Background: an optimization exercise with open tools, aiming at small area, a short achievable clock period and few clock cycles. Do not read the settings as production practice.
Function was checked by simulation only, so behaviour that the tests miss may differ from the original.
Power figures rest on the tool's default switching activity, not on a simulated workload.

### constraint.sdc
create_clock -name core_clock -period 5.5 [get_ports {aclk}]
set_input_delay 1.1000 -clock core_clock [delete_from_list [all_inputs] [get_ports {aclk}]]
set_output_delay 1.1000 -clock core_clock [all_outputs]
set_load 0.01 [all_outputs]
### config.mk
export PLATFORM = sky130hd
export DESIGN_NAME = grammar_token_scanner
export DESIGN_NICKNAME = grammar_token_scanner
export VERILOG_FILES = /design/flow/design.v
export SDC_FILE = /design/flow/constraint.sdc
export NUM_CORES = 4
export LEC_CHECK = 0
export ABC_AREA = 1
export CAP_MARGIN = 20
export CORE_MARGIN = 2
export CORE_UTILIZATION = 40
export CTS_BUF_LIST = sky130_fd_sc_hd__clkbuf_4 sky130_fd_sc_hd__clkbuf_8
export SETUP_SLACK_MARGIN = 3.0
export SLEW_MARGIN = 20
### design.v
`timescale 1ns / 1ps
package gts_pkg;
    localparam logic [1:0] MODE_IDLE  = 2'd0;
    localparam logic [1:0] MODE_DASH  = 2'd1;
    localparam logic [1:0] MODE_STR   = 2'd2;
    localparam logic [1:0] MODE_IDENT = 2'd3;
    localparam logic [3:0] KIND_ARROW  = 4'd0;
    localparam logic [3:0] KIND_LPAREN = 4'd1;
    localparam logic [3:0] KIND_RPAREN = 4'd2;
    localparam logic [3:0] KIND_STAR   = 4'd3;
    localparam logic [3:0] KIND_OPT    = 4'd4;
    localparam logic [3:0] KIND_BAR    = 4'd5;
    localparam logic [3:0] KIND_SEMI   = 4'd6;
    localparam logic [3:0] KIND_LIT    = 4'd7;
    localparam logic [3:0] KIND_IDENT  = 4'd8;
    localparam logic [3:0] KIND_EOF    = 4'd9;
    localparam logic [3:0] KIND_ERR    = 4'd10;
    localparam logic [1:0] ERR_NONE       = 2'd0;
    localparam logic [1:0] ERR_UNEXPECTED = 2'd1;
    localparam logic [1:0] ERR_OPEN_STR   = 2'd2;
    localparam logic [7:0] CH_DASH   = 8'h2D;
    localparam logic [7:0] CH_GT     = 8'h3E;
    localparam logic [7:0] CH_LPAREN = 8'h28;
    localparam logic [7:0] CH_RPAREN = 8'h29;
    localparam logic [7:0] CH_STAR   = 8'h2A;
    localparam logic [7:0] CH_QMARK  = 8'h3F;
    localparam logic [7:0] CH_BAR    = 8'h7C;
    localparam logic [7:0] CH_SEMI   = 8'h3B;
    localparam logic [7:0] CH_QUOTE  = 8'h22;
    localparam logic [7:0] CH_LF     = 8'h0A;
    localparam logic [7:0] CH_TAB    = 8'h09;
    localparam logic [7:0] CH_CR     = 8'h0D;
    localparam logic [7:0] CH_SPACE  = 8'h20;
    localparam int unsigned MAX_TOKENS = 3;
    localparam int unsigned QUEUE_DEPTH = 4;
    localparam int unsigned TOK_W = 54;
    localparam int unsigned BUNDLE_W = 2 + MAX_TOKENS * TOK_W;
endpackage
`timescale 1ns / 1ps
module grammar_token_scanner #(
    parameter int unsigned SOURCE_DEPTH = 65536
) (
    input  logic        aclk,
    input  logic        aresetn,
    input  logic        cfg_we,
    input  logic [15:0] cfg_wdata,
    input  logic        s_valid,
    output logic        s_ready,
    input  logic [7:0]  s_ch,
    input  logic        s_end_of_source,
    output logic        m_valid,
    input  logic        m_ready,
    output logic [3:0]  m_kind,
    output logic [15:0] m_line,
    output logic [15:0] m_start_res,
    output logic [15:0] m_length,
    output logic [1:0]  m_error_code,
    output logic        m_last_result
);
    localparam int unsigned POS_MAX_INT =
        (SOURCE_DEPTH - 1 < 65535) ? SOURCE_DEPTH - 1 : 65535;
    localparam logic [15:0] POS_MAX = 16'(POS_MAX_INT);
    logic        b_valid;
    logic        d_eos;         
    logic        d_lf;          
    logic        d_fid;         
    logic        d_fstr;        
    logic        d_id2;         
    logic        d_prep;        
    logic [1:0]  d_mode;        
    logic        o_valid;
    logic        o_bubble;      
    logic [3:0]  o_kind;
    logic [1:0]  o_err;
    logic        o_text;
    logic        o_last;
    logic        m_busy;
    logic        o_vl;
    logic [1:0]  o_text_c;
    logic        q_valid;
    logic [2:0]  q_code;
    logic        f_pend;
    logic [15:0] line_reg;
    logic [15:0] pos_reg;
    logic [15:0] ts_reg;
    logic [15:0] len_reg;
    logic [15:0] first_line_reg;
    logic        src_start;
    logic [7:0] n_ch;
    logic       n_eos;
    logic is_alpha, is_alnum, is_lf, is_quote, is_gt, is_dash, is_blank;
    logic [2:0] punct_code;
    logic n_dash, n_str, n_ident, n_idle, n_fresh;
    logic n_v0, n_v1, n_v2, n_id2, n_fid, n_fstr, n_prep, n_bub;
    logic [1:0] n_mid, n_mode;
    logic [3:0] n_kind0, n_kind;
    logic [1:0] n_err;
    logic       n_text, n_last, n_valid, n_qv;
    logic [2:0] n_qcode;
    assign n_ch  = s_ch;
    assign n_eos = s_end_of_source;
    always_comb begin
        is_alpha = ((n_ch >= 8'h61) && (n_ch <= 8'h7A)) || ((n_ch >= 8'h41) && (n_ch <= 8'h5A));
        is_alnum = is_alpha || ((n_ch >= 8'h30) && (n_ch <= 8'h39));
        is_lf    = (n_ch == gts_pkg::CH_LF);
        is_quote = (n_ch == gts_pkg::CH_QUOTE);
        is_gt    = (n_ch == gts_pkg::CH_GT);
        is_dash  = (n_ch == gts_pkg::CH_DASH);
        is_blank = (n_ch == gts_pkg::CH_SPACE) || (n_ch == gts_pkg::CH_TAB) ||
                   (n_ch == gts_pkg::CH_CR);
        case (n_ch)
            gts_pkg::CH_LPAREN: punct_code = 3'd1;
            gts_pkg::CH_RPAREN: punct_code = 3'd2;
            gts_pkg::CH_STAR:   punct_code = 3'd3;
            gts_pkg::CH_QMARK:  punct_code = 3'd4;
            gts_pkg::CH_BAR:    punct_code = 3'd5;
            gts_pkg::CH_SEMI:   punct_code = 3'd6;
            default:            punct_code = 3'd7;
        endcase
        n_idle  = (d_mode == gts_pkg::MODE_IDLE);
        n_dash  = (d_mode == gts_pkg::MODE_DASH);
        n_str   = (d_mode == gts_pkg::MODE_STR);
        n_ident = (d_mode == gts_pkg::MODE_IDENT);
        n_v0    = (n_dash & is_gt) | (n_str & is_quote) | (n_ident & ~is_alnum);
        n_kind0 = n_dash ? gts_pkg::KIND_ARROW : (n_str ? gts_pkg::KIND_LIT : gts_pkg::KIND_IDENT);
        n_fresh = n_idle | (n_dash & ~is_gt) | (n_ident & ~is_alnum);
        n_v1    = n_fresh & ~is_dash & ~is_lf & ~is_blank & ~is_quote & ~is_alpha;
        n_fid   = n_fresh & is_alpha;
        n_fstr  = n_fresh & is_quote;
        if (n_fresh) begin
            if (is_dash)       n_mid = gts_pkg::MODE_DASH;
            else if (is_quote) n_mid = gts_pkg::MODE_STR;
            else if (is_alpha) n_mid = gts_pkg::MODE_IDENT;
            else               n_mid = gts_pkg::MODE_IDLE;
        end else if (n_v0) begin
            n_mid = gts_pkg::MODE_IDLE;
        end else begin
            n_mid = d_mode;
        end
        n_v2   = n_eos & n_mid[1];
        n_id2  = (n_mid == gts_pkg::MODE_IDENT);
        n_mode = n_eos ? gts_pkg::MODE_IDLE : n_mid;
        n_prep = n_eos & (is_lf | (n_mid == gts_pkg::MODE_IDENT));
        n_bub  = ~n_v0 & ~n_v1 & n_prep;
        n_valid = ~n_bub & (n_v0 | n_v1 | n_eos);
        n_kind  = gts_pkg::KIND_EOF;
        n_err   = gts_pkg::ERR_NONE;
        n_text  = 1'b0;
        n_last  = 1'b1;
        if (n_v0) begin
            n_kind = n_kind0;
            n_text = ~n_dash;
            n_last = ~(n_v1 | n_eos);
        end else if (n_v1) begin
            n_kind = (punct_code == 3'd7) ? gts_pkg::KIND_ERR : {1'b0, punct_code};
            n_err  = (punct_code == 3'd7) ? gts_pkg::ERR_UNEXPECTED : gts_pkg::ERR_NONE;
            n_last = ~n_eos;
        end else if (n_v2) begin
            n_kind = n_id2 ? gts_pkg::KIND_IDENT : gts_pkg::KIND_ERR;
            n_err  = n_id2 ? gts_pkg::ERR_NONE : gts_pkg::ERR_OPEN_STR;
            n_text = n_id2;
            n_last = 1'b0;
        end
        n_qv    = (n_v0 & n_v1) | (n_v2 & (n_v0 | n_bub));
        n_qcode = n_v1 ? punct_code : 3'd0;
    end
    logic out_take, advance, consume, main_free, take, load;
    logic to_post, prep, new_src;
    logic [16:0] pos_inc, line_inc, len_inc;
    assign pos_inc  = {1'b0, pos_reg} + 17'd1;
    assign line_inc = {1'b0, line_reg} + 17'd1;
    assign len_inc  = {1'b0, len_reg} + 17'd1;
    assign new_src  = load & (src_start | (consume & d_eos));
    assign m_valid       = o_valid;
    assign m_kind        = o_kind;
    assign m_error_code  = o_err;
    assign m_last_result = o_last;
    assign m_line        = line_reg;
    assign m_start_res   = o_text_c[0] ? ts_reg : 16'd0;
    assign m_length      = o_text_c[1] ? len_reg : 16'd0;
    assign s_ready       = main_free;
    assign out_take  = o_valid & m_ready;
    assign advance   = (out_take & ~o_last) | o_bubble;
    assign consume   = b_valid & ((out_take & o_last) | (~o_valid & ~o_bubble));
    assign main_free = ~m_busy | (m_ready & o_vl);
    assign take      = s_valid & main_free;
    assign load      = take;
    assign to_post   = ~q_valid | (q_code == 3'd0);
    assign prep      = advance & d_prep & to_post;
    always_ff @(posedge aclk) begin
        if (load) begin
            d_eos  <= n_eos;
            d_lf   <= is_lf;
            d_fid  <= n_fid;
            d_fstr <= n_fstr;
            d_id2  <= n_id2;
            o_kind <= n_kind;
            o_err  <= n_err;
            o_text <= n_text;
            o_text_c <= {2{n_text}};
            o_last <= n_last;
            q_code <= n_qcode;
        end else if (advance) begin
            if (q_valid) begin
                if (q_code == 3'd0) begin
                    o_kind <= d_id2 ? gts_pkg::KIND_IDENT : gts_pkg::KIND_ERR;
                    o_err  <= d_id2 ? gts_pkg::ERR_NONE : gts_pkg::ERR_OPEN_STR;
                    o_text <= d_id2;
                    o_text_c <= {2{d_id2}};
                end else begin
                    o_kind <= (q_code == 3'd7) ? gts_pkg::KIND_ERR : {1'b0, q_code};
                    o_err  <= (q_code == 3'd7) ? gts_pkg::ERR_UNEXPECTED : gts_pkg::ERR_NONE;
                    o_text <= 1'b0;
                    o_text_c <= 2'b00;
                end
                o_last <= ~f_pend;
            end else begin
                o_kind <= gts_pkg::KIND_EOF;
                o_err  <= gts_pkg::ERR_NONE;
                o_text <= 1'b0;
                    o_text_c <= 2'b00;
                o_last <= 1'b1;
            end
        end
        if (prep) begin
            if (d_fid) begin
                ts_reg  <= pos_reg;
                len_reg <= 16'd1;
            end else if (d_id2 && !len_inc[16]) begin
                len_reg <= len_inc[15:0];
            end
        end else if (consume && !d_eos) begin
            if (d_fid) begin
                ts_reg  <= pos_reg;
                len_reg <= {15'd0, (pos_reg < POS_MAX)};
            end else if (d_fstr) begin
                ts_reg  <= (pos_reg < POS_MAX) ? pos_inc[15:0] : pos_reg;
                len_reg <= 16'd0;
            end else if (pos_reg < POS_MAX) begin
                len_reg <= len_inc[15:0];
            end
        end
    end
    always_ff @(posedge aclk) begin
        if (new_src) begin
            line_reg <= first_line_reg;
        end else if ((consume || prep) && d_lf && !line_inc[16]) begin
            line_reg <= line_inc[15:0];
        end
    end
    always_ff @(posedge aclk) begin
        if (!aresetn) begin
            b_valid        <= 1'b0;
            o_valid        <= 1'b0;
            m_busy         <= 1'b0;
            o_vl           <= 1'b0;
            o_bubble       <= 1'b0;
            q_valid        <= 1'b0;
            f_pend         <= 1'b0;
            d_prep         <= 1'b0;
            d_mode         <= gts_pkg::MODE_IDLE;
            src_start      <= 1'b1;
            pos_reg        <= 16'd0;
            first_line_reg <= 16'd1;
        end else begin
            if (load) begin
                m_busy   <= n_valid | n_bub;
                o_vl     <= n_valid & n_last;
                b_valid  <= 1'b1;
                d_mode   <= n_mode;
                d_prep   <= n_prep;
                o_valid  <= n_valid;
                o_bubble <= n_bub;
                q_valid  <= n_qv;
                f_pend   <= n_eos & (n_v0 | n_v1 | n_v2 | n_bub);
            end else begin
                if (consume) begin
                    b_valid <= 1'b0;
                    o_valid <= 1'b0;
                    m_busy  <= 1'b0;
                    o_vl    <= 1'b0;
                end else if (advance) begin
                    o_valid  <= 1'b1;
                    o_vl     <= ~q_valid | ~f_pend;
                    o_bubble <= 1'b0;
                    if (q_valid) begin
                        q_valid <= 1'b0;
                    end else begin
                        f_pend <= 1'b0;
                    end
                end
                if (prep) begin
                    d_prep <= 1'b0;
                end
            end
            if (consume) begin
                if (d_eos) begin
                    pos_reg <= 16'd0;
                end else if (pos_reg < POS_MAX) begin
                    pos_reg <= pos_inc[15:0];
                end
            end
            if (load) begin
                src_start <= 1'b0;
            end else if (consume && d_eos) begin
                src_start <= 1'b1;
            end
            if (cfg_we) begin
                first_line_reg <= cfg_wdata;
            end
        end
    end
endmodule
### standard.sh
#!/bin/bash
# synth_recipe.tcl (not shown) runs the flow's synth.tcl, then flattens the netlist and writes it again
# the make line also repeats each setting of config.mk as NAME=value (left out here)
make -C /OpenROAD-flow-scripts/flow DESIGN_CONFIG=/design/flow/config.mk WORK_HOME=/design/flow/orfs CLKGATE_MAP_FILE= SYNTH_SCRIPT=/design/flow/synth_recipe.tcl "${@:-finish}"
### flow/run.sh
#!/bin/bash
# The standard layout, with the port buffers made from sky130_fd_sc_hd__buf_1
# instead of the delay cell buffer_ports picks by default, and power recovery
# (downsizing of gates off the critical paths) after global routing. ORFS
# writes each step's log under orfs/logs; make's own output goes to standard.log.
bash standard.sh BUFFER_PORTS_ARGS="-buffer_cell sky130_fd_sc_hd__buf_1" RECOVER_POWER=50 finish > standard.log 2>&1
==> summary.md, run 1 <==
| Metric | Value |
|---|---|
| Status | `no timing/DRC/antenna violations` |
| Synth cell types | `49` |
| CTS Hold Bufs | `0` |
| Critical Path, Cell by Cell | `clkbuf_1 -> nand2_1 -> nand2_1 -> clkbuf_4 -> nand2_1 -> inv_1 -> clkbuf_1 -> nor2_1 -> o21ai_0 -> o2111ai_1` |
| Final period utilization | `0.607` |
| CP peak stage delay | `0.78 ns` |
| DRC violations left | `0` |
| Reg2Reg Capture Point | `o_kind[1]` |
| Pwr Density | `248 mW/mm^2` |
| Placed cell areas | `0.00652 mm^2` |
| Critical Path RT | `5.62 ns` |
| WP buf/inv | `4` |
| Setup_tns | `0 ns` |
| Clock latency (worst-skew pair) | `0.39 ns` |
| Worst reg2reg path startpoint | `o_vl` |
| Critical-path top delay cell | `clkbuf_1` |
| Crit path capture | `o_kind[1]` |
| Root Buffer | `clkbuf_8` |
| Detailed Place HPWL | `9.65 mm` |
| Io pins | `87` |
| Final Max Tran Viols | `0` |
| Row count | `44` |
| Chip width | `127 um` |
| Synthesis-to-layout area growth | `13.5%` |
| Leakage | `2.78 nW` |
| WL final | `13.5 mm` |
| Final Cell Area | `0.00685 mm^2` |
| Slew @ Worst Pin | `1.02 ns` |
| Post-synth net total | `804` |
| Max Cap Violations | `0` |
| RSZ-0062 raised after global routing | `yes` |
| Core area | `0.0146 mm^2` |
| Top delay family on crit path | `buffers and inverters` |
| Initial Util | `0.412` |
| Setup slack, reg-to-reg | `2.64 ns` |
| Flops & latches, synth | `107` |
| Post-layout nets | `897` |
| Clock Path Buffers | `2` |
| CP dominant cell by count | `nand2_1` |
| Share of cells above drive strength 1 | `0.113` |
| Dominant synthesized flop cell | `edfxtp_1` |
| RePlAce Congestion | `0.844` |
| DIE HEIGHT | `127 um` |
| Post-Syn Instances | `766` |
| Synthesized area | `0.00604 mm^2` |
| DIE AREA | `0.0161 mm^2` |
| Fmax | `300 MHz` |
| Vias in the first global route | `4736` |
| Port Buffers | `86` |
| Final Skew | `0.0127 ns` |
| FF-to-FF path depth | `9` |
| ANT nets after route | `0` |
| Post-synthesis sequential area ratio | `0.461` |
| CTS tree | `built` |
| 1st-iter DRT viols | `323` |
| Hold Crit Class | `flip-flop to flip-flop` |
| Share of the synthesized area in the top cell type | `0.318` |
| Drt wl/cell | `12.9 um` |
| CP startpoint | `m_ready` |
| CTS Buf Count | `9` |
| Hold Path Depth | `2` |
| Setup violations, final | `0` |
| Crit path DAT | `3.46 ns` |
| Largest net degree at the start of global routing | `31` |
| Worst setup EP type | `flip-flop` |
| Global-route wire length before repair | `22.4 mm` |
| Post-synth EDFFs | `64` |
| Final hold viol count | `0` |
| Worst-path clk slew | `0.10 ns` |
| Worst VDD drop | `0.0000922 V` |
| Detailed Routing Iterations Pass 1 | `5` |
| Grt ovf | `0` |
| Vias | `5093` |
| Total clock sinks | `107` |
| Startpoint Class | `input pin` |
| Kind of critical path | `input pin to flip-flop` |
| Number of cells on the critical path | `10` |
| Yosys top cell by area | `edfxtp_1` |
| ANT cells | `0` |
| Synth async-reset ratio | `0` |
| Slew headroom | `0.317` |
| Number of antenna violations at the first check in global routing | `0` |
| Avg Inst Size Synth | `7.88 um^2` |
| Crit-path max FO | `22` |
| Warnings, synthesis | `1` |
| H-tree levels | `3` |
| Min Tclk post-route | `3.34 ns` |
| GRT Resource Usage Total | `0.173` |
| Vias/cell | `4.86` |
| Largest cells by area after synthesis | `edfxtp_1, dfxtp_1, nand2_1` |
| Final-layout fill cell count | `1501` |
cells in the mapped netlist, types with 2 or more instances:
| cell | instances |
|---|---|
| o21a_1 | 3 |
| buf_2 | 2 |
| dfxtp_1 | 43 |
| nand4_1 | 8 |
| nor3_2 | 5 |
| clkbuf_1 | 16 |
| nor3_1 | 7 |
| nand3_2 | 4 |
| inv_2 | 9 |
| a21oi_1 | 50 |
| o22ai_1 | 2 |
| nand2_4 | 7 |
| a21oi_2 | 5 |
| o211ai_1 | 2 |
| ha_1 | 8 |
| nand2_2 | 9 |
| nor4_1 | 3 |
| inv_1 | 99 |
| nor2_1 | 93 |
| nand2_1 | 176 |
| o21ai_1 | 2 |
| o21ai_0 | 46 |
| o31ai_1 | 3 |
| a21o_1 | 2 |
| nand3_1 | 41 |
| a31oi_1 | 5 |
| nor2_4 | 2 |
| xor2_1 | 15 |
| nor2_2 | 8 |
| mux2_2 | 4 |
| xnor2_1 | 6 |
| edfxtp_1 | 64 |
area by class of cell:
type	instances	area [um^2]	share of cell area
multi-input combinational	528	2750	0.401
clock buffer	10	138	0.0201
sequential	107	2780	0.406
tap	184	230	0.0336
timing repair buffer	102	475	0.0694
inverter	110	432	0.0630
timing repair inverter	1	7.51	0.00110
clock inverter	6	40.0	0.00584
kinds of logic (layout without fill, tap and decap cells):
group,count (synthesis),after routing,synth area share
adders and majority gates,8,8,0.0166
AOI/OAI and AO/OA,127,127,0.119
buffers and inverters,132,229,0.0926
xor gates and xnor gates,21,21,0.0305
DFF,107,107,0.461
and+or+nand+nor,367,368,0.273
muxes,4,4,0.00746
worst register-to-register path, cell delays in order, from the launching register on:
cell       delay, ns
dfxtp_1         0.40
nand2_1         0.07
nand2_1         0.09
clkbuf_4        0.13
nand2_1         0.35
inv_1           0.19
clkbuf_1        0.78
nor2_1          0.29
o21ai_0         0.17
o2111ai_1       0.14
worst min-delay path by stage:
stage,from,end
finish,first_line_reg[0],first_line_reg[0]
detailed placement,first_line_reg[0],first_line_reg[0]
global placement,first_line_reg[0],first_line_reg[0]
CTS,first_line_reg[0],first_line_reg[0]
global route,pos_reg[6],pos_reg[6]
floorplan,first_line_reg[0],first_line_reg[0]
power breakdown:
part           internal, mW  total [mW]  switching (mW)
sequential            0.916       0.961          0.0451
combinational         0.102       0.287           0.185
clock                 0.176       0.451           0.275
cells in the final DEF, fill, tap and decap left out, types with 9 or more instances in the layout:
cell type  instances
clkbuf_8          10
nand3_1           40
xor2_1            15
edfxtp_1          64
nor3_1             9
buf_1             78
inv_1             98
nor2_1            88
nor2_2            12
o21ai_0           45
buf_4             10
dfxtp_1           43
nand2_2            9
a21oi_1           50
nand2_1          178
metrics by stage:
step / utilization / hold slack [ns] / setup WS (ns) / power [mW] / std cells
3_3_place_gp: 0.445 / 0.460 / 2.21 / 1.25 / 1016
5_1_grt: 0.468 / 0.509 / 1.91 / 1.80 / 1048
6_report: 0.468 / 0.486 / 2.16 / 1.70 / 1048
2_1_floorplan: - / 0.430 / 3.00 / 1.17 / 766
4_1_cts: 0.465 / 0.491 / 2.95 / 1.71 / 1040
3_5_place_dp: 0.445 / 0.464 / 2.14 / 1.25 / 1016
repair_timing:
item / in CTS / in global routing
buffers inserted: 7 / 7
gates cloned: 1 / 1
setup endpoints to repair: 98 / 63
gates resized for setup: 11 / 22
pin swaps: 3 / 3
layer usage:
layer | GRT usage | up-vias | wire (um)
met5 | 0 | - | 0
met4 | 0.0795 | 0 | 350
met3 | 0.0295 | 29 | 450
met2 | 0.275 | 106 | 6100
met1 | 0.230 | 2273 | 6580
li1 | - | 2685 | -
Testbench counts, summed over its fixed seeds: cycles 24,819.
==> run 2, diff against run 1 <==
--- a/design.v
+++ b/design.v
@@ -140,7 +140,7 @@
         n_v2   = n_eos & n_mid[1];
         n_id2  = (n_mid == gts_pkg::MODE_IDENT);
         n_mode = n_eos ? gts_pkg::MODE_IDLE : n_mid;
-        n_prep = n_eos & (is_lf | (n_mid == gts_pkg::MODE_IDENT));
+        n_prep = n_eos & (is_lf | (n_ident & is_alnum));
         n_bub  = ~n_v0 & ~n_v1 & n_prep;
         n_valid = ~n_bub & (n_v0 | n_v1 | n_eos);
         n_kind  = gts_pkg::KIND_EOF;
@@ -171,6 +171,11 @@
     assign line_inc = {1'b0, line_reg} + 17'd1;
     assign len_inc  = {1'b0, len_reg} + 17'd1;
     assign new_src  = load & (src_start | (consume & d_eos));
+    logic        pos_sat;
+    logic [15:0] pos_nx;
+    assign pos_sat = (pos_reg >= POS_MAX);
+    assign pos_nx  = (POS_MAX == 16'hFFFF) ? (pos_inc[15:0] | {16{pos_sat}})
+                                           : (pos_sat ? pos_reg : pos_inc[15:0]);
     assign m_valid       = o_valid;
     assign m_kind        = o_kind;
     assign m_error_code  = o_err;
@@ -222,21 +227,28 @@
                 o_last <= 1'b1;
             end
         end
-        if (prep) begin
-            if (d_fid) begin
-                ts_reg  <= pos_reg;
-                len_reg <= 16'd1;
-            end else if (d_id2 && !len_inc[16]) begin
+        if (new_src) begin
+            pos_reg <= 16'd0;
+        end else if (consume && !d_eos) begin
+            pos_reg <= pos_nx;
+        end
+        if (new_src) begin
+            ts_reg  <= 16'd0;
+            len_reg <= 16'd1;
+        end else if (prep) begin
+            if (d_id2 && !len_inc[16]) begin
                 len_reg <= len_inc[15:0];
             end
         end else if (consume && !d_eos) begin
             if (d_fid) begin
-                ts_reg  <= pos_reg;
-                len_reg <= {15'd0, (pos_reg < POS_MAX)};
+                len_reg <= {15'd0, ~pos_sat};
             end else if (d_fstr) begin
-                ts_reg  <= (pos_reg < POS_MAX) ? pos_inc[15:0] : pos_reg;
+                ts_reg  <= pos_nx;
                 len_reg <= 16'd0;
-            end else if (pos_reg < POS_MAX) begin
+            end else if (!d_mode[1]) begin
+                ts_reg  <= pos_nx;
+                len_reg <= 16'd1;
+            end else if (!pos_sat) begin
                 len_reg <= len_inc[15:0];
             end
         end
@@ -260,7 +272,6 @@
             d_prep         <= 1'b0;
             d_mode         <= gts_pkg::MODE_IDLE;
             src_start      <= 1'b1;
-            pos_reg        <= 16'd0;
             first_line_reg <= 16'd1;
         end else begin
             if (load) begin
@@ -293,13 +304,6 @@
                     d_prep <= 1'b0;
                 end
             end
-            if (consume) begin
-                if (d_eos) begin
-                    pos_reg <= 16'd0;
-                end else if (pos_reg < POS_MAX) begin
-                    pos_reg <= pos_inc[15:0];
-                end
-            end
             if (load) begin
                 src_start <= 1'b0;
             end else if (consume && d_eos) begin
==> flow/run.sh (replaced) <==
#!/bin/bash
# The standard layout, with the port buffers made from sky130_fd_sc_hd__buf_1
# instead of the delay cell buffer_ports picks by default. ORFS writes each
# step's log under orfs/logs; make's own output goes to standard.log.
bash standard.sh BUFFER_PORTS_ARGS="-buffer_cell sky130_fd_sc_hd__buf_1" finish > standard.log 2>&1
--- a/config.mk
+++ b/config.mk
@@ -5,7 +5,7 @@
 export SDC_FILE = /design/flow/constraint.sdc
 export NUM_CORES = 4
 export LEC_CHECK = 0
-export ABC_AREA = 1
+export ABC_CLOCK_PERIOD_IN_PS = 1000
 export CAP_MARGIN = 20
 export CORE_MARGIN = 2
 export CORE_UTILIZATION = 40
==> run 2 against run 1 <==
  * Power rose by 3.2%
  * Largest cell class is now multi-input combinational cells
  * Cell count is 8.2% lower
  * Synthesized cell count fell by 14%
  * First-iteration DRC count up 19%
  * Combinational power grew 8.7%
  * Largest power group unchanged
==> summary.md, run 2 <==
| Metric | Value |
|---|---|
| Io pins | `87` |
| Row count | `44` |
| Detailed Routing Iterations Pass 1 | `5` |
| Clock Path Buffers | `2` |
| ANT nets after route | `0` |
| Leakage | `2.64 nW` |
| DIE HEIGHT | `125 um` |
| Setup violations, final | `0` |
| Dominant synthesized flop cell | `dfxtp_1` |
| CTS tree | `built` |
| Vias in the first global route | `5230` |
| Synth cell types | `72` |
| WL final | `16.3 mm` |
| Most frequent cell after synthesis | `dfxtp_1` |
| Final-layout fill cell count | `1349` |
| Post-layout nets | `811` |
| DIE AREA | `0.0155 mm^2` |
| Util after Layout | `0.515` |
| 1st-iter DRT viols | `385` |
| Vias | `5394` |
| Total clock sinks | `107` |
| Area of the multi-input gates | `0.00362 mm^2` |
| Clock latency (worst-skew pair) | `0.39 ns` |
| Yosys top cell by area | `dfxtp_1` |
| Chip width | `125 um` |
| Avg Inst Size Synth | `8.86 um^2` |
| Pwr Density | `237 mW/mm^2` |
| Port Buffers | `86` |
| GRT Resource Usage Total | `0.209` |
| Most frequent cells in the layout | `dfxtp_1, buf_1, nand2_1` |
| Crit path DAT | `2.96 ns` |
| Grt ovf | `0` |
| Share of the synthesized area in the top cell type | `0.258` |
| Post-synth net total | `694` |
| Top delay family on crit path | `simple AND/OR/NAND/NOR gates` |
| Warnings, synthesis | `1` |
| Status | `no timing/DRC/antenna violations` |
| Kind of critical path | `input pin to flip-flop` |
| Max Cap Violations | `0` |
| Flops & latches, synth | `107` |
| Startpoint Class | `input pin` |
| H-tree levels | `3` |
| Slew @ Worst Pin | `0.603 ns` |
| CP peak stage delay | `0.26 ns` |
| Largest cells by area after synthesis | `dfxtp_1, edfxtp_1, nand2_1` |
| CTS Buf Count | `9` |
| Synthesis-to-layout area growth | `27.3%` |
| Fmax | `382 MHz` |
| Final period utilization | `0.476` |
| Worst VDD drop | `0.000130 V` |
| Crit-path max FO | `7` |
| Critical Path, Cell by Cell | `buf_12 -> or2_4 -> nor4_4 -> buf_4 -> o311ai_4 -> buf_6 -> a21oi_4 -> a31oi_4 -> buf_4 -> nor4_4 -> o31a_1` |
| Post-synthesis sequential area ratio | `0.424` |
| Critical Path RT | `5.84 ns` |
| Register area | `0.00246 mm^2` |
| ANT cells | `0` |
| Detailed Place HPWL | `10.4 mm` |
| Final Max Tran Viols | `0` |
| Min Tclk post-route | `2.62 ns` |
| RSZ-0062 raised after global routing | `yes` |
| Slew headroom | `0.597` |
| WP buf/inv | `4` |
| Setup_tns | `0 ns` |
| Final hold viol count | `0` |
| Core area | `0.0144 mm^2` |
| Hold Crit Class | `flip-flop to flip-flop` |
| Share of cells above drive strength 1 | `0.199` |
| Critical-path top delay cell | `or2_4` |
| Post-synth EDFFs | `32` |
| Worst setup EP type | `flip-flop` |
| Global-route wire length before repair | `26.6 mm` |
| Synthesized area | `0.00581 mm^2` |
| Root Buffer | `clkbuf_8` |
| Number of antenna violations at the first check in global routing | `0` |
| Synth async-reset ratio | `0` |
| Largest net degree at the start of global routing | `29` |
| Final Skew | `0.0103 ns` |
| Initial Util | `0.404` |
| Drt wl/cell | `17.0 um` |
| Synth top cells by count | `dfxtp_1, nand2_1, nor2_1` |
| Post-Syn Instances | `656` |
| CTS Hold Bufs | `0` |
| RePlAce Congestion | `0.881` |
| DRC violations left | `0` |
| Worst-path clk slew | `0.10 ns` |
| Vias/cell | `5.61` |
run 2: cell types whose count changed after synthesis, sizes merged, moves of 21 or more:
cell	delta
a21oi	-27
and2	+39
dfxtp	+32
edfxtp	-32
inv	-91
nand2	-117
nand3	-21
nor2	-45
nor2b	+24
run 2: kinds of logic after synthesis:
family,share of synthesized area
AND/OR/NAND/NOR,0.272
AO/OA/AOI/OAI,0.165
flip-flops,0.424
buffers and inverters,0.0360
XOR/XNOR,0.0497
multiplexers,0.0368
adder cells (fa/ha/maj),0.0172
run 2: repair_timing:
item                       CTS  global route
setup endpoints to repair  123            40
resized for setup           64            24
pin swaps                   30            13
setup buffers               38            10
cloned                       4             0
run 2: worst paths after layout:
check	start	end	slack, ns	cells after the start
setup reg to reg	len_reg[3]	len_reg[4]	3.15	9
hold reg to reg	ts_reg[15]	ts_reg[15]	0.47	2
hold / removal	ts_reg[15]	ts_reg[15]	0.47	2
setup / recovery	s_ch[3]	o_vl	2.88	11
run 2: metrics by stage:
step / cell area (um^2) / cells / total power [mW] / hold slack, ns / setup WS (ns)
floorplan: 5980 / 656 / 1.11 / 0.432 / 2.78
global placement: 6400 / 894 / 1.18 / 0.445 / 1.86
detailed placement: 6400 / 894 / 1.19 / 0.455 / 1.86
CTS: 7200 / 952 / 1.75 / 0.471 / 2.92
global route: 7400 / 962 / 1.83 / 0.485 / 2.82
finish: 7400 / 962 / 1.75 / 0.468 / 2.88
run 2: area by class of cell:
type / instances / share of cell area
clock buffer: 12 / 0.0206
timing repair inverter: 1 / 0.000677
inverter: 17 / 0.00914
tap: 184 / 0.0311
sequential: 107 / 0.333
timing repair buffer: 137 / 0.109
multi-input combinational: 500 / 0.490
clock inverter: 4 / 0.00694
run 2: power breakdown:
part / switching [mW] / internal, mW / leakage (nW)
sequential: 0.0512 / 0.877 / 0.919
combinational: 0.183 / 0.130 / 1.62
clock: 0.280 / 0.234 / 0.103
total: 0.514 / 1.24 / 2.64
run 2: routing by layer:
metal / global-route usage / routed length, um
met5: 0 / 0
met1: 0.263 / 7100
met2: 0.356 / 8010
met4: 0.0773 / 397
met3: 0.0374 / 843
run 2: worst min-delay path, stage by stage (launching register included):
cell and delay [ns]:
dfxtp_1 0.32, nand2_1 0.05, a21oi_1 0.06
Testbench counts of run 2, summed over its fixed seeds: cycles 24,756.
==> run 3, diff against run 2 <==
--- a/config.mk
+++ b/config.mk
@@ -5,10 +5,10 @@
 export SDC_FILE = /design/flow/constraint.sdc
 export NUM_CORES = 4
 export LEC_CHECK = 0
-export ABC_CLOCK_PERIOD_IN_PS = 1000
+export ABC_AREA = 1
 export CAP_MARGIN = 20
 export CORE_MARGIN = 2
 export CORE_UTILIZATION = 40
 export CTS_BUF_LIST = sky130_fd_sc_hd__clkbuf_4 sky130_fd_sc_hd__clkbuf_8
-export SETUP_SLACK_MARGIN = 3.0
+export SETUP_SLACK_MARGIN = 3.1
 export SLEW_MARGIN = 20
==> run 3 against run 2 <==
  * Via count down 1.7%
  * Combinational power grew 16%
  * Clock power is 4.9% higher
  * Critical path depth fell by 7
  * Register-to-register slack improved by 0.11 ns
  * Count of clock-buffer cells in the layout is the same
  * Sequential cell count is the same
  * Hold slack better by 0.0028 ns
  * Still clean
  * Non-clock buffer count decreased by 37
  * Largest cell class unchanged
==> summary.md, run 3 <==
| Metric | Value |
|---|---|
| Status | `no timing/DRC/antenna violations` |
| WP buf/inv | `2` |
| Detailed Place HPWL | `9.49 mm` |
| Post-synthesis sequential area ratio | `0.425` |
| Most frequent cell after synthesis | `nand2_1` |
| Reg2Reg Capture Point | `line_reg[10]` |
| Io pins | `87` |
| Setup slack, reg-to-reg | `3.26 ns` |
| Clock Path Buffers | `2` |
| Critical Path RT | `4.40 ns` |
| Largest net degree at the start of global routing | `42` |
| WL final | `14.2 mm` |
| CP dominant cell by count | `nand2_4` |
| Vias in the first global route | `4691` |
| Final period utilization | `0.459` |
| DR WL met3 | `552 um` |
| DIE HEIGHT | `124 um` |
| CTS tree | `built` |
| FF-to-FF path depth | `9` |
| RSZ-0062 raised after global routing | `yes` |
| CTS Buf Count | `9` |
| CTS Hold Bufs | `0` |
| Grt ovf | `0` |
| Pwr Density | `259 mW/mm^2` |
| Final Cell Area | `0.00722 mm^2` |
| Share of the synthesized area in the top cell type | `0.259` |
| Drt wl/cell | `13.2 um` |
| Worst setup EP type | `primary output` |
| Post-synth net total | `840` |
| Kind of critical path | `input pin to primary output` |
| Row count | `43` |
| Startpoint Class | `input pin` |
| Synth cell types | `46` |
| Largest cells by area after synthesis | `dfxtp_1, edfxtp_1, nand2_1` |
| Max Cap Violations | `0` |
| Yosys top cell by area | `dfxtp_1` |
| Commonest non-fill, non-tap cell in the layout | `nand2_1` |
| Worst reg2reg path startpoint | `line_reg[1]` |
| Met2 routed WL | `6.56 mm` |
| Global-route wire length before repair | `22.7 mm` |
| Crit path DAT | `1.42 ns` |
| ANT cells | `0` |
| Core area | `0.0140 mm^2` |
| Critical-path top delay cell | `buf_6` |
| Clock latency (worst-skew pair) | `0.39 ns` |
| Total clock sinks | `107` |
| Top Layer Used | `met4` |
| Synth async-reset ratio | `0` |
| Hold path endpoint | `b_valid` |
| Setup_tns | `0 ns` |
| ANT nets after route | `0` |
| Metal-1 WL | `6.93 mm` |
| Synthesis-to-layout area growth | `24.5%` |
| Initial Util | `0.413` |
| Crit-path max FO | `3` |
| Dominant synthesized flop cell | `dfxtp_1` |
| Root Buffer | `clkbuf_8` |
| Worst-path clk slew | `0.09 ns` |
| Post-layout nets | `927` |
| Chip width | `124 um` |
| Critical Path, Cell by Cell | `buf_8 -> nand2_4 -> nand2_4 -> buf_6` |
| Top delay family on crit path | `buffers and inverters` |
| H-tree levels | `3` |
| Detailed Routing Iterations Pass 1 | `7` |
| RePlAce Congestion | `0.861` |
| Number of antenna violations at the first check in global routing | `0` |
| 1st-iter DRT viols | `335` |
| Setup violations, final | `0` |
| Synthesized area | `0.00580 mm^2` |
| Vias/cell | `4.94` |
| Warnings, synthesis | `1` |
| Most frequent cells in the layout | `nand2_1, nor2_1, dfxtp_1` |
| Worst VDD drop | `0.000112 V` |
| Hold Crit Class | `flip-flop to flip-flop` |
| Port Buffers | `86` |
| Final Max Tran Viols | `0` |
| Leakage | `3.25 nW` |
| Fmax | `396 MHz` |
| Final Skew | `0.0154 ns` |
| Critical hold path startpoint | `b_valid` |
| Post-synth EDFFs | `32` |
| GRT Resource Usage Total | `0.176` |
| Slew headroom | `0.450` |
| DIE AREA | `0.0155 mm^2` |
| Hold Path Depth | `2` |
| DRC violations left | `0` |
| Vias | `5304` |
| Placed cell areas | `0.00628 mm^2` |
| Min Tclk post-route | `2.52 ns` |
| CP startpoint | `m_ready` |
| Avg Inst Size Synth | `7.23 um^2` |
| CP peak stage delay | `0.12 ns` |
| Share of cells above drive strength 1 | `0.211` |
| Flops & latches, synth | `107` |
| Slew @ Worst Pin | `0.825 ns` |
| Synth top cells by count | `nand2_1, nor2_1, inv_1` |
| Number of cells on the critical path | `4` |
| Final hold viol count | `0` |
| Power Total | `1.87 mW` |
| Post-Syn Instances | `802` |
run 3: tightest hold or removal path: stages (launching register included):
cell and delay (ns):
dfxtp_1 0.32, nand2_1 0.06, a21oi_1 0.05
run 3: area by class of cell:
cell class | count | area, um^2
Inverter | 104 | 409
Clock buffer | 12 | 146
Clock inverter | 4 | 67.6
Tap cell | 180 | 225
Fill cell | 1417 | 6830
Timing Repair Buffer | 100 | 728
Sequential cell | 107 | 2460
Multi-Input combinational cell | 567 | 3180
run 3: kinds of logic after synthesis:
group | synth area share
compound gates | 0.154
xor+xnor | 0.0227
fa+ha+maj | 0.0173
buf+inv | 0.0876
flops | 0.425
simple gates | 0.293
run 3: layer usage:
metal,vias up,global-route usage
met5,-,0
met3,11,0.0309
met1,2406,0.251
li1,2779,-
met4,0,0.0489
met2,108,0.274
run 3: worst max-delay path by stage:
stage                              to
after floorplan           line_reg[0]
after global placement     len_reg[8]
after detailed placement   len_reg[8]
after CTS                     s_ready
after global routing      m_length[4]
final                         s_ready
run 3: power breakdown:
part | leakage, nW | switching, mW | internal, mW
registers | 0.925 | 0.0665 | 0.900
logic | 2.22 | 0.225 | 0.136
clock network | 0.110 | 0.269 | 0.270
total | 3.25 | 0.561 | 1.31
run 3: stage by stage:
| stage | instances | util | hold slack [ns] | setup WS [ns] |
|---|---|---|---|---|
| 2_1_floorplan | 802 | - | 0.429 | 3.10 |
| 3_3_place_gp | 1046 | 0.447 | 0.444 | 2.27 |
| 3_5_place_dp | 1046 | 0.447 | 0.450 | 2.27 |
| 4_1_cts | 1066 | 0.470 | 0.469 | 2.96 |
| 5_1_grt | 1074 | 0.514 | 0.488 | 2.95 |
| 6_report | 1074 | 0.514 | 0.471 | 2.98 |
run 3: repair_timing:
action / CTS / global route
buffers inserted: 4 / 6
gates cloned: 0 / 2
endpoints found under the hold margin: 0 / 0
pin swaps: 3 / 31
endpoints found under the setup margin: 76 / 73
gates resized for setup: 15 / 200
==> run 4, diff against run 3 <==
--- a/config.mk
+++ b/config.mk
@@ -10,5 +10,5 @@
 export CORE_MARGIN = 2
 export CORE_UTILIZATION = 40
 export CTS_BUF_LIST = sky130_fd_sc_hd__clkbuf_4 sky130_fd_sc_hd__clkbuf_8
-export SETUP_SLACK_MARGIN = 3.1
+export SETUP_SLACK_MARGIN = 2.9
 export SLEW_MARGIN = 20
==> run 4 against run 3 <==
  * Fmax decreased by 1.6%
  * Critical path depth unchanged
  * Sequential cell count unchanged
  * Synthesized cell count unchanged
  * Die area unchanged
  * Worst setup slack got worse by 0.040 ns
  * Cell count decreased by 0.65%
  * Clock skew increased by 0.0045 ns
  * Largest power group unchanged
==> summary.md, run 4 <==
| Metric | Value |
|---|---|
| Clock Path Buffers | `2` |
| Post-route insts no fill | `1067` |
| Dominant synthesized flop cell | `dfxtp_1` |
| Post-synth net total | `840` |
| Synthesized area | `0.00580 mm^2` |
| Share of cells above drive strength 1 | `0.0879` |
| Setup violations, final | `0` |
| Post-synthesis sequential area ratio | `0.425` |
| Final Cell Area | `0.00656 mm^2` |
| Pwr Density | `265 mW/mm^2` |
| Synth top cells by count | `nand2_1, nor2_1, inv_1` |
| Final-layout fill cell count | `1447` |
| Final Skew | `0.0199 ns` |
| Post-layout nets | `920` |
| Initial Util | `0.413` |
| Port Buffers | `86` |
| Chip width | `124 um` |
| ANT cells | `0` |
| GRT Resource Usage Total | `0.177` |
| Startpoint Class | `input pin` |
| DIE HEIGHT | `124 um` |
| Critical Path RT | `4.40 ns` |
| CTS tree | `built` |
| Kind of critical path | `input pin to primary output` |
| Setup_tns | `0 ns` |
| CTS Hold Bufs | `0` |
| Vias in the first global route | `4763` |
| Clock latency (worst-skew pair) | `0.39 ns` |
| RePlAce Congestion | `0.826` |
| Share of the synthesized area in the top cell type | `0.259` |
| Post-Syn Instances | `802` |
| Vias | `5165` |
| Status | `no timing/DRC/antenna violations` |
| Synthesis-to-layout area growth | `13.1%` |
| H-tree levels | `3` |
| Synth cell types | `46` |
| Fmax | `390 MHz` |
| Placed cell areas | `0.00625 mm^2` |
| Most frequent cell after synthesis | `nand2_1` |
| DRC violations left | `0` |
| Core area | `0.0140 mm^2` |
| Max Cap Violations | `0` |
| Post-synth EDFFs | `32` |
| Worst VDD drop | `0.000181 V` |
| Worst setup EP type | `primary output` |
| Hold Crit Class | `flip-flop to flip-flop` |
| Yosys top cell by area | `dfxtp_1` |
| Warnings, synthesis | `1` |
| Final hold slack | `0.469 ns` |
| Crit path DAT | `1.46 ns` |
| Root Buffer | `clkbuf_8` |
| CTS Buf Count | `9` |
| Slew headroom | `0.457` |
| Worst slack, placed | `2.01 ns` |
| Detailed Routing Iterations Pass 1 | `5` |
| Final hold viol count | `0` |
| RSZ-0062 raised after global routing | `yes` |
| Flops & latches, synth | `107` |
| Crit-path max FO | `3` |
| Register area | `0.00246 mm^2` |
| Drt wl/cell | `12.6 um` |
| Detailed Place HPWL | `9.52 mm` |
| Grt ovf | `0` |
| Worst Slack Setup Final | `2.94 ns` |
| DP Cell Count | `1046` |
| Slew @ Worst Pin | `0.814 ns` |
| Number of antenna violations at the first check in global routing | `0` |
| Largest net degree at the start of global routing | `42` |
| Worst-path clk slew | `0.11 ns` |
| Commonest non-fill, non-tap cell in the layout | `nand2_1` |
| Leakage | `2.79 nW` |
| WL final | `13.5 mm` |
| 1st-iter DRT viols | `364` |
| Area of the multi-input gates | `0.00288 mm^2` |
| Io pins | `87` |
| Total clock sinks | `107` |
| Vias/cell | `4.84` |
| Most frequent cells in the layout | `nand2_1, nor2_1, inv_1` |
| Final Max Tran Viols | `0` |
| DIE AREA | `0.0155 mm^2` |
| Min Tclk post-route | `2.56 ns` |
| Largest cells by area after synthesis | `dfxtp_1, edfxtp_1, nand2_1` |
| Global-route wire length before repair | `22.8 mm` |
| Row count | `43` |
| Synth async-reset ratio | `0` |
| Final period utilization | `0.466` |
| ANT nets after route | `0` |
| Avg Inst Size Synth | `7.23 um^2` |
==> run 4: layout make-up <==
| class | instances | share of cell area |
|---|---|---|
| multi-input cells | 567 | 0.439 |
| flip-flops and latches | 107 | 0.376 |
| repair buffers | 93 | 0.0630 |
| inverters | 104 | 0.0607 |
| well taps | 180 | 0.0344 |
| clock buffers | 10 | 0.0200 |
| clock inverters | 6 | 0.00764 |
==> run 4: metal layers <==
metal | part of all wire | global-route usage | up-vias | wire length (um)
met4 | 0.0083 | 0.0350 | 0 | 112
met2 | 0.46 | 0.290 | 76 | 6270
met5 | 0 | 0 | - | 0
met1 | 0.49 | 0.240 | 2316 | 6660
met3 | 0.033 | 0.0399 | 9 | 444
li1 | - | - | 2764 | -
==> run 4: worst max-delay path, cell delays in order <==
cell and delay, ns:
buf_2 0.12, nand2_2 0.07, nand2_4 0.06, buf_6 0.12
==> run 4: per-stage QoR <==
stage               utilization  total power [mW]
global route              0.467              1.84
CTS                       0.463              1.75
floorplan                     -              1.19
finish                    0.467              1.74
global placement          0.445              1.28
detailed placement        0.445              1.28
==> run 4: power breakdown <==
group | total, mW | internal (mW) | switching, mW
Sequential | 0.960 | 0.900 | 0.0600
Combinational | 0.316 | 0.111 | 0.205
Clock | 0.460 | 0.175 | 0.285
Total | 1.74 | 1.19 | 0.550
==> run 4: what timing repair did <==
action	CTS	global route
setup endpoints to repair	60	31
buffers inserted	3	2
pin swaps	0	3
cloned	0	0
resized for setup	8	10
==> run 4: logic make-up after synthesis <==
| group | count (synthesis) | share of synthesized area |
|---|---|---|
| simple gates | 381 | 0.293 |
| compound gates | 163 | 0.154 |
| buf+inv | 128 | 0.0876 |
| flops | 107 | 0.425 |
| xor+xnor | 15 | 0.0227 |
| fa+ha+maj | 8 | 0.0173 |
==> run 4: path summary, 6_finish.rpt <==
check	from	endpoint	slack, ns	cells after the start
max	m_ready	s_ready	2.94	4
min	first_line_reg[0]	first_line_reg[0]	0.47	2
max reg2reg	line_reg[0]	line_reg[7]	3.11	9
min reg2reg	first_line_reg[0]	first_line_reg[0]	0.47	2
==> run 5, diff against run 4 <==
--- a/config.mk
+++ b/config.mk
@@ -10,5 +10,6 @@
 export CORE_MARGIN = 2
 export CORE_UTILIZATION = 40
 export CTS_BUF_LIST = sky130_fd_sc_hd__clkbuf_4 sky130_fd_sc_hd__clkbuf_8
-export SETUP_SLACK_MARGIN = 2.9
+export SETUP_SLACK_MARGIN = 3.0
 export SLEW_MARGIN = 20
+export TNS_END_PERCENT = 20
==> run 5 against run 4 <==
  * Still clean
  * Routed wire length is essentially flat
  * Area after synthesis is the same
  * Worst setup slack gained 0.0057 ns
  * Core utilization grew 0.17 points
  * Synthesized cell count is the same
  * Clock power grew 8.7%
  * First-iteration DRC count grew 4.7%
==> summary.md, run 5 <==
| Metric | Value |
|---|---|
| Status | `no timing/DRC/antenna violations` |
| WL final | `13.5 mm` |
| Critical Path, Cell by Cell | `buf_8 -> nand2_2 -> nand2_2 -> buf_6` |
| Final period utilization | `0.465` |
| Dominant synthesized flop cell | `dfxtp_1` |
| Largest cells by area after synthesis | `dfxtp_1, edfxtp_1, nand2_1` |
| Port Buffers | `86` |
| Vias/cell | `4.90` |
| Initial Util | `0.413` |
| Post-synth EDFFs | `32` |
| Pwr Density | `270 mW/mm^2` |
| Slew headroom | `0.429` |
| Kind of critical path | `input pin to primary output` |
| Core area | `0.0140 mm^2` |
| Top delay family on crit path | `buffers and inverters` |
| CTS Buf Count | `9` |
| Detailed Routing Iterations Pass 1 | `5` |
| RSZ-0062 raised after global routing | `yes` |
| Crit path DAT | `1.46 ns` |
| H-tree levels | `3` |
| Hold Crit Class | `flip-flop to flip-flop` |
| CP dominant cell by count | `nand2_2` |
| Post-layout nets | `919` |
| Register area | `0.00246 mm^2` |
| WP buf/inv | `2` |
| Area of the multi-input gates | `0.00288 mm^2` |
| Clock Path Buffers | `2` |
| Setup violations, final | `0` |
| Synth async-reset ratio | `0` |
| Worst Slack Setup Final | `2.94 ns` |
| Final-layout fill cell count | `1422` |
| 1st-iter DRT viols | `381` |
| Startpoint Class | `input pin` |
| Grt ovf | `0` |
| Most frequent cell after synthesis | `nand2_1` |
| Setup_tns | `0 ns` |
| Final Cell Area | `0.00658 mm^2` |
| Avg Inst Size Synth | `7.23 um^2` |
| Most frequent cells in the layout | `nand2_1, nor2_1, inv_1` |
| Hold Path Depth | `2` |
| Number of antenna violations at the first check in global routing | `0` |
| Commonest non-fill, non-tap cell in the layout | `nand2_1` |
| Post-synth net total | `840` |
| Fmax | `391 MHz` |
| Post-synthesis sequential area ratio | `0.425` |
| DP Cell Count | `1047` |
| CTS tree | `built` |
| Clock latency (worst-skew pair) | `0.39 ns` |
| Util after Layout | `0.469` |
| Min Tclk post-route | `2.56 ns` |
| Crit-path max FO | `3` |
| Yosys top cell by area | `dfxtp_1` |
| Critical-path top delay cell | `buf_6` |
| Vias in the first global route | `4750` |
| Slew @ Worst Pin | `0.857 ns` |
| Total clock sinks | `107` |
| Global-route wire length before repair | `22.8 mm` |
| Worst setup EP type | `primary output` |
| Synth cell types | `46` |
| Synthesized area | `0.00580 mm^2` |
| Share of cells above drive strength 1 | `0.0926` |
| Placed cell areas | `0.00626 mm^2` |
| Post-route insts no fill | `1066` |
| Critical Path RT | `4.40 ns` |
| DIE AREA | `0.0155 mm^2` |
| Worst VDD drop | `0.000127 V` |
| Leakage | `2.81 nW` |
| Power Total | `1.78 mW` |
| Flops & latches, synth | `107` |
| Warnings, synthesis | `1` |
| Final Max Tran Viols | `0` |
| DIE HEIGHT | `124 um` |
| CTS Hold Bufs | `0` |
| Largest net degree at the start of global routing | `42` |
| Worst slack, placed | `2.10 ns` |
| DRC violations left | `0` |
| Worst-path clk slew | `0.10 ns` |
| Root Buffer | `clkbuf_8` |
| Final Skew | `0.0143 ns` |
| Post-Syn Instances | `802` |
| Number of cells on the critical path | `4` |
| FF-to-FF path depth | `9` |
| Synth top cells by count | `nand2_1, nor2_1, inv_1` |
| CP peak stage delay | `0.13 ns` |
| ANT cells | `0` |
| Chip width | `124 um` |
| Vias | `5225` |
| Row count | `43` |
| Share of the synthesized area in the top cell type | `0.259` |
| ANT nets after route | `0` |
| Drt wl/cell | `12.7 um` |
| GRT Resource Usage Total | `0.176` |
| RePlAce Congestion | `0.818` |
| Final hold viol count | `0` |
| Max Cap Violations | `0` |
| Io pins | `87` |
| Final hold slack | `0.468 ns` |
| Synthesis-to-layout area growth | `13.5%` |
| Detailed Place HPWL | `9.50 mm` |
-- run 5: cell types whose count changed in the layout (fill, tap and decap cells not counted), sizes merged --
cell,previous run,this run
buf,93,89
clkbuf,10,15
clkinv,5,2
bufinv,0,1
-- run 5: kinds of logic (layout without fill, tap and decap cells) --
family | Yosys count | in the layout | share of synthesized area
xor+xnor | 15 | 15 | 0.0227
fa+ha+maj | 8 | 8 | 0.0173
compound gates | 163 | 163 | 0.154
simple gates | 381 | 381 | 0.293
buf+inv | 128 | 212 | 0.0876
flops | 107 | 107 | 0.425
-- run 5: path summary, 6_finish.rpt --
kind	startpoint	end	slack, ns
worst max-delay path	m_ready	s_ready	2.94
worst min-delay path	first_line_reg[0]	first_line_reg[0]	0.47
worst max register to register	line_reg[0]	line_reg[12]	3.13
worst min register to register	first_line_reg[0]	first_line_reg[0]	0.47
-- run 5: cell type report --
cell class	instances	area share
Inverter	104	0.0605
Sequential cell	107	0.374
Clock inverter	4	0.00799
Tap cell	180	0.0342
Multi-Input combinational cell	567	0.437
Clock buffer	12	0.0223
Timing Repair Buffer	92	0.0637
-- run 5: worst min-delay path, cell delays in order (launching register included) --
cell and delay (ns):
dfxtp_1 0.34, nand2_1 0.05, nand3_1 0.05
-- run 5: layer usage --
metal,track usage,vias up,part of all wire
li1,-,2762,-
met1,0.242,2338,0.49
met2,0.284,109,0.46
met3,0.0228,16,0.035
met4,0.0601,0,0.016
met5,0,-,0
-- run 5: timing repair --
action / 4_1_cts / 5_1_grt
endpoints found under the setup margin: 60 / 70
hold endpoints to repair: 0 / 0
pin swaps: 0 / 3
gates resized for setup: 3 / 21
gates cloned: 0 / 0
setup buffers: 2 / 1
-- run 5: power by group --
group / switching, mW / total [mW] / internal [mW]
Sequential: 0.0619 / 0.962 / 0.900
Combinational: 0.203 / 0.313 / 0.110
Clock: 0.272 / 0.500 / 0.228
Total: 0.537 / 1.78 / 1.24
==> run 6, diff against run 5 <==
--- a/config.mk
+++ b/config.mk
@@ -8,8 +8,7 @@
 export ABC_AREA = 1
 export CAP_MARGIN = 20
 export CORE_MARGIN = 2
-export CORE_UTILIZATION = 40
+export CORE_UTILIZATION = 55
 export CTS_BUF_LIST = sky130_fd_sc_hd__clkbuf_4 sky130_fd_sc_hd__clkbuf_8
 export SETUP_SLACK_MARGIN = 3.0
 export SLEW_MARGIN = 20
-export TNS_END_PERCENT = 20
==> run 6 against run 5 <==
  * Clock power rose by 18%
  * Sequential share of layout area down 0.13 points
  * Count of clock-buffer cells in the layout fell by 3
  * Routed wire length decreased by 0.64%
  * Combinational power grew 3%
  * Sequential power is essentially flat
  * Via count rose by 4.2%
  * Sequential cell count is the same
  * Non-clock buffer count rose by 2
  * Fmax grew 1.3%
  * Critical path depth stayed put
  * Largest cell class unchanged
==> summary.md, run 6 <==
| Metric | Value |
|---|---|
| Post-synth net total | `840` |
| Detailed Routing Iterations Pass 1 | `6` |
| Setup_tns | `0 ns` |
| Warnings, synthesis | `1` |
| Number of antenna violations at the first check in global routing | `0` |
| Most frequent cell after synthesis | `nand2_1` |
| CTS Hold Bufs | `0` |
| Avg Inst Size Synth | `7.23 um^2` |
| CP peak stage delay | `0.12 ns` |
| Combinational group share of total power | `0.172` |
| CTS Buf Count | `9` |
| WP buf/inv | `2` |
| DIE HEIGHT | `107 um` |
| Slew headroom | `0.496` |
| Status | `no timing/DRC/antenna violations` |
| Fmax | `396 MHz` |
| Post-Syn Instances | `802` |
| Root Buffer | `clkbuf_8` |
| Final Max Tran Viols | `0` |
| Util after Layout | `0.642` |
| Vias in the first global route | `5027` |
| Crit-path max FO | `2` |
| Worst-path clk slew | `0.10 ns` |
| Final period utilization | `0.459` |
| Detailed Place HPWL | `9.26 mm` |
| Pwr Density | `284 mW/mm^2` |
| Chip width | `107 um` |
| Grt ovf | `0` |
| 1st-iter DRT viols | `403` |
| Worst Slack Setup Final | `2.97 ns` |
| Synth async-reset ratio | `0` |
| Synthesis-to-layout area growth | `13.9%` |
| Row count | `37` |
| Vias/cell | `5.30` |
| DRC violations left | `0` |
| Critical Path RT | `4.40 ns` |
| Clock latency (worst-skew pair) | `0.38 ns` |
| Setup slack, reg-to-reg | `3.11 ns` |
| Drt wl/cell | `13.1 um` |
| Post-synthesis sequential area ratio | `0.425` |
| Global-route wire length before repair | `22.0 mm` |
| Io pins | `87` |
| Worst VDD drop | `0.000149 V` |
| Largest cells by area after synthesis | `dfxtp_1, edfxtp_1, nand2_1` |
| Share of the synthesized area in the top cell type | `0.259` |
| Net switching power of the design | `0.554 mW` |
| Flops & latches, synth | `107` |
| Clk pwr share | `0.316` |
| RSZ-0062 raised after global routing | `yes` |
| Share of cells above drive strength 1 | `0.0966` |
| Power Total | `1.87 mW` |
| Largest net degree at the start of global routing | `42` |
| Synth top cells by count | `nand2_1, nor2_1, inv_1` |
| Internal | `1.32 mW` |
| Leakage | `2.84 nW` |
| GRT Resource Usage Total | `0.235` |
| Flop pwr share | `0.512` |
| Slew @ Worst Pin | `0.756 ns` |
| Post-route insts no fill | `1026` |
| Synthesized area | `0.00580 mm^2` |
| Kind of critical path | `input pin to primary output` |
| H-tree levels | `3` |
| Initial Util | `0.564` |
| Max Cap Violations | `0` |
| Total clock sinks | `107` |
| Min Tclk post-route | `2.53 ns` |
| Critical-path top delay cell | `buf_6` |
| Synth cell types | `46` |
| Core area | `0.0103 mm^2` |
| CTS tree | `built` |
| Final Skew | `0.0168 ns` |
| WL final | `13.4 mm` |
| Worst slack, placed | `2.13 ns` |
| ANT cells | `0` |
| Switching power share of the total | `0.296` |
| Post-layout nets | `923` |
| ANT nets after route | `0` |
| Port Buffers | `86` |
| DIE AREA | `0.0114 mm^2` |
| Critical Path, Cell by Cell | `buf_8 -> nand2_4 -> nand2_4 -> buf_6` |
| Final hold viol count | `0` |
| Top delay family on crit path | `buffers and inverters` |
| CP dominant cell by count | `nand2_4` |
| Yosys top cell by area | `dfxtp_1` |
| Worst setup EP type | `primary output` |
| Post-synth EDFFs | `32` |
| Startpoint Class | `input pin` |
| Dominant synthesized flop cell | `dfxtp_1` |
| RePlAce Congestion | `0.905` |
| DP Cell Count | `1002` |
| Hold Crit Class | `flip-flop to flip-flop` |
| Crit path DAT | `1.43 ns` |
| Commonest non-fill, non-tap cell in the layout | `nand2_1` |
| Vias | `5442` |
| Most frequent cells in the layout | `nand2_1, nor2_1, inv_1` |
| Setup violations, final | `0` |
| Clock Path Buffers | `2` |
## run 6: timing repair
action                     in CTS  in global routing
setup endpoints to repair      60                 55
gates cloned                    0                  2
setup buffers                   4                  2
pin swaps                       1                  3
resized for setup              11                 16
## run 6: area by class of cell
type	count	area, um^2
Sequential cell	107	2460
Multi-Input combinational cell	568	2890
Clock buffer	9	124
Tap cell	136	170
Timing Repair inverter	1	7.51
Timing Repair Buffer	94	422
Inverter	104	407
Clock inverter	7	123
Fill cell	937	3680
## run 6: logic make-up after synthesis
| group | share of synthesized area |
|---|---|
| xor+xnor | 0.0227 |
| simple gates | 0.293 |
| buf+inv | 0.0876 |
| fa+ha+maj | 0.0173 |
| compound gates | 0.154 |
| flops | 0.425 |
## run 6: per-layer routing
| layer | vias to the layer above | track usage | part of all wire |
|---|---|---|---|
| met5 | - | 0 | 0 |
| met4 | 0 | 0.0909 | 0.0098 |
| met3 | 9 | 0.0261 | 0.041 |
| met2 | 121 | 0.399 | 0.49 |
| met1 | 2526 | 0.308 | 0.46 |
| li1 | 2786 | - | - |
## run 6: path summary, 6_finish.rpt
kind	startpoint	to	depth (start not counted)
setup / recovery	m_ready	s_ready	4
hold / removal	first_line_reg[0]	first_line_reg[0]	2
setup reg to reg	line_reg[1]	line_reg[14]	9
hold reg to reg	first_line_reg[0]	first_line_reg[0]	2
## run 6: power by group through the flow
stage | Clock (mW) | Combinational (mW) | Sequential (mW)
after floorplan | 0 | 0.213 | 0.974
after global placement | 0 | 0.287 | 0.979
after detailed placement | 0 | 0.294 | 0.982
after CTS | 0.599 | 0.309 | 0.960
after global routing | 0.626 | 0.367 | 0.969
final | 0.591 | 0.323 | 0.959
## run 6: worst register-to-register path, stage by stage, from the launching register on
cell and delay (ns):
edfxtp_1 0.38, ha_1 0.19, nand3_1 0.19, nor4_4 0.25
nand2_1 0.14, nor2_2 0.17, and3_1 0.20, nand3_1 0.11
o211ai_1 0.22, nand2_2 0.25
## run 6: metrics by stage
stage | hold slack (ns) | instance area (um^2)
after floorplan | 0.429 | 5810
after global placement | 0.449 | 6200
after detailed placement | 0.452 | 6200
after CTS | 0.476 | 6520
after global routing | 0.516 | 6600
final | 0.474 | 6600
==> run 7, diff against run 6 <==
--- a/config.mk
+++ b/config.mk
@@ -8,7 +8,7 @@
 export ABC_AREA = 1
 export CAP_MARGIN = 20
 export CORE_MARGIN = 2
-export CORE_UTILIZATION = 55
+export CORE_UTILIZATION = 40
 export CTS_BUF_LIST = sky130_fd_sc_hd__clkbuf_4 sky130_fd_sc_hd__clkbuf_8
 export SETUP_SLACK_MARGIN = 3.0
 export SLEW_MARGIN = 20
==> run 7 against run 6 <==
  * Still clean
  * Global-route usage fell by 5.9 points
  * Fmax shrank 0.23%
  * Cell area grew 0.78%
  * Combinational power about the same
  * Via count shrank 3.7%
  * Critical path depth unchanged
  * Worst setup slack got worse by 0.0058 ns
  * Routed wire length grew 1.9%
  * Sequential power is essentially flat
  * Non-clock buffer count rose by 3
  * Core utilization shrank 17 points
  * Synthesized cell count unchanged
  * Critical endpoint unchanged
==> summary.md, run 7 <==
| Metric | Value |
|---|---|
| Power Total | `1.79 mW` |
| Commonest non-fill, non-tap cell in the layout | `nand2_1` |
| Largest net degree at the start of global routing | `42` |
| Avg Inst Size Synth | `7.23 um^2` |
| Synth cell types | `46` |
| Slew headroom | `0.427` |
| Root Buffer | `clkbuf_8` |
| Synth async-reset ratio | `0` |
| Critical Path RT | `4.40 ns` |
| Synth Area in XOR/XNOR | `0.0227` |
| DP Cell Count | `1047` |
| Io pins | `87` |
| Kind of critical path | `input pin to primary output` |
| DIE HEIGHT | `124 um` |
| Simple-gate share of the synthesized area | `0.293` |
| 1st-iter DRT viols | `344` |
| Synthesized area | `0.00580 mm^2` |
| Post-synthesis sequential area ratio | `0.425` |
| Worst-path clk slew | `0.10 ns` |
| Post-synth net total | `840` |
| Combinational group share of total power | `0.181` |
| Warnings, synthesis | `1` |
| Setup violations, final | `0` |
| Post-synthesis mux area share | `0` |
| Total clock sinks | `107` |
| Vias/cell | `4.89` |
| Largest family of logic cells by synthesized area | `simple AND/OR/NAND/NOR gates` |
| Detailed Routing Iterations Pass 1 | `5` |
| Yosys top cell by area | `dfxtp_1` |
| CTS Hold Bufs | `0` |
| Setup_tns | `0 ns` |
| Chip width | `124 um` |
| Critical hold path startpoint | `first_line_reg[0]` |
| Top delay family on crit path | `buffers and inverters` |
| DR WL met3 | `484 um` |
| Flops & latches, synth | `107` |
| Crit-path max FO | `3` |
| CTS tree | `built` |
| Grt ovf | `0` |
| Row count | `43` |
| Switching power share of the total | `0.305` |
| Final hold viol count | `0` |
| Final Max Tran Viols | `0` |
| Net switching power of the design | `0.546 mW` |
| Synthesis-to-layout area growth | `14.8%` |
| ANT nets after route | `0` |
| Pwr Density | `269 mW/mm^2` |
| Core area | `0.0140 mm^2` |
| Dominant synthesized flop cell | `dfxtp_1` |
| Top Layer Used | `met4` |
| Synth top cells by count | `nand2_1, nor2_1, inv_1` |
| Worst reg2reg path startpoint | `line_reg[0]` |
| H-tree levels | `3` |
| Max Cap Violations | `0` |
| Hold path endpoint | `first_line_reg[0]` |
| Reg2Reg Capture Point | `line_reg[12]` |
| Number of antenna violations at the first check in global routing | `0` |
| Flop pwr share | `0.537` |
| Critical Path, Cell by Cell | `buf_8 -> nand2_4 -> nand2_4 -> buf_6` |
| Largest cells by area after synthesis | `dfxtp_1, edfxtp_1, nand2_1` |
| Most frequent cells in the layout | `nand2_1, nor2_1, inv_1` |
| Fmax | `395 MHz` |
| Metal-1 WL | `6.65 mm` |
| Min Tclk post-route | `2.53 ns` |
| Final Skew | `0.0166 ns` |
| WP buf/inv | `2` |
| Clk pwr share | `0.282` |
| Final Cell Area | `0.00665 mm^2` |
| Synth Area in Compound Gates | `0.154` |
| Critical-path top delay cell | `buf_6` |
| Share of cells above drive strength 1 | `0.103` |
| Placed cell areas | `0.00626 mm^2` |
| CP peak stage delay | `0.12 ns` |
| Post-synth EDFFs | `32` |
| Slew @ Worst Pin | `0.859 ns` |
| Hold Crit Class | `flip-flop to flip-flop` |
| Startpoint Class | `input pin` |
| Vias | `5240` |
| FF-to-FF path depth | `10` |
| Hold Path Depth | `2` |
| Post-route insts no fill | `1072` |
| Internal | `1.25 mW` |
| Detailed Place HPWL | `9.50 mm` |
| Port Buffers | `86` |
| Leakage | `2.85 nW` |
| Vias in the first global route | `4760` |
| RePlAce Congestion | `0.818` |
| DIE AREA | `0.0155 mm^2` |
| Post-layout nets | `925` |
| Final-layout fill cell count | `1419` |
| Most frequent cell after synthesis | `nand2_1` |
| Crit path DAT | `1.43 ns` |
| Final period utilization | `0.460` |
| GRT Resource Usage Total | `0.176` |
| RSZ-0062 raised after global routing | `yes` |
| Setup slack, reg-to-reg | `3.13 ns` |
| CP dominant cell by count | `nand2_4` |
| Met2 routed WL | `6.32 mm` |
| ANT cells | `0` |
| DRC violations left | `0` |
| Clock Path Buffers | `2` |
| Worst setup EP type | `primary output` |
| CTS Buf Count | `9` |
| Share of the synthesized area in the top cell type | `0.259` |
| Status | `no timing/DRC/antenna violations` |
| Global-route wire length before repair | `22.8 mm` |
| Clock latency (worst-skew pair) | `0.39 ns` |
| WL final | `13.7 mm` |
| Drt wl/cell | `12.8 um` |
| Initial Util | `0.413` |
| Worst VDD drop | `0.000127 V` |
| Post-Syn Instances | `802` |
| Adder-cell share of the synthesized area | `0.0173` |
run 7: layer usage:
| layer | GRT usage | vias to the layer above |
|---|---|---|
| li1 | - | 2778 |
| met1 | 0.242 | 2335 |
| met2 | 0.285 | 111 |
| met3 | 0.0228 | 16 |
| met4 | 0.0601 | 0 |
| met5 | 0 | - |
run 7: timing repair:
action,CTS,global route
pin swaps,1,3
resized for setup,9,21
gates cloned,0,1
hold endpoints to repair,0,0
setup endpoints to repair,60,40
buffers inserted,2,6
run 7: logic make-up (layout without fill, tap and decap cells):
logic type	Yosys count	after routing
XOR/XNOR	15	15
AND/OR/NAND/NOR	381	382
flip-flops	107	107
buffers and inverters	128	217
AO/OA/AOI/OAI	163	163
adder cells (fa/ha/maj)	8	8
run 7: through the flow:
step                      hold slack [ns]   util  worst slack, ns
after detailed placement            0.448  0.446             2.10
after global placement              0.441  0.446             2.16
after CTS                           0.473  0.464             2.94
final                               0.468  0.474             2.97
after global routing                0.501  0.474             2.96
after floorplan                     0.429      -             3.01
run 7: cell type report:
class | instances | area [um^2] | area share
Tap cell | 180 | 225 | 0.0339
Sequential cell | 107 | 2460 | 0.370
Timing Repair Buffer | 97 | 460 | 0.0692
Inverter | 104 | 400 | 0.0602
Clock buffer | 12 | 146 | 0.0220
Clock inverter | 4 | 52.6 | 0.00790
Multi-Input combinational cell | 568 | 2910 | 0.437
run 7: power by group through the flow:
stage / registers (mW) / clock network, mW / logic [mW]
4_1_cts: 0.962 / 0.515 / 0.310
3_5_place_dp: 0.984 / 0 / 0.295
2_1_floorplan: 0.974 / 0 / 0.213
6_report: 0.962 / 0.505 / 0.325
3_3_place_gp: 0.983 / 0 / 0.292
5_1_grt: 0.974 / 0.540 / 0.370
run 7: worst max-delay path by stage:
stage / from / end / slack [ns] / cells past startpoint
final: m_ready / s_ready / 2.97 / 4
after global routing: m_ready / s_ready / 2.96 / 4
after CTS: m_ready / len_reg[8] / 2.94 / 11
after detailed placement: m_ready / len_reg[8] / 2.10 / 11
after global placement: m_ready / len_reg[8] / 2.16 / 11
after floorplan: m_ready / line_reg[0] / 3.01 / 8
run 7: worst register-to-register path, cell delays in order (launching register included):
cell      delay [ns]
edfxtp_1        0.41
ha_1            0.23
nand3_2         0.14
nor4_4          0.20
nand2_1         0.13
nor2_2          0.17
and3_1          0.21
nand3_1         0.12
o211ai_1        0.22
buf_4           0.19
nand2_4         0.10
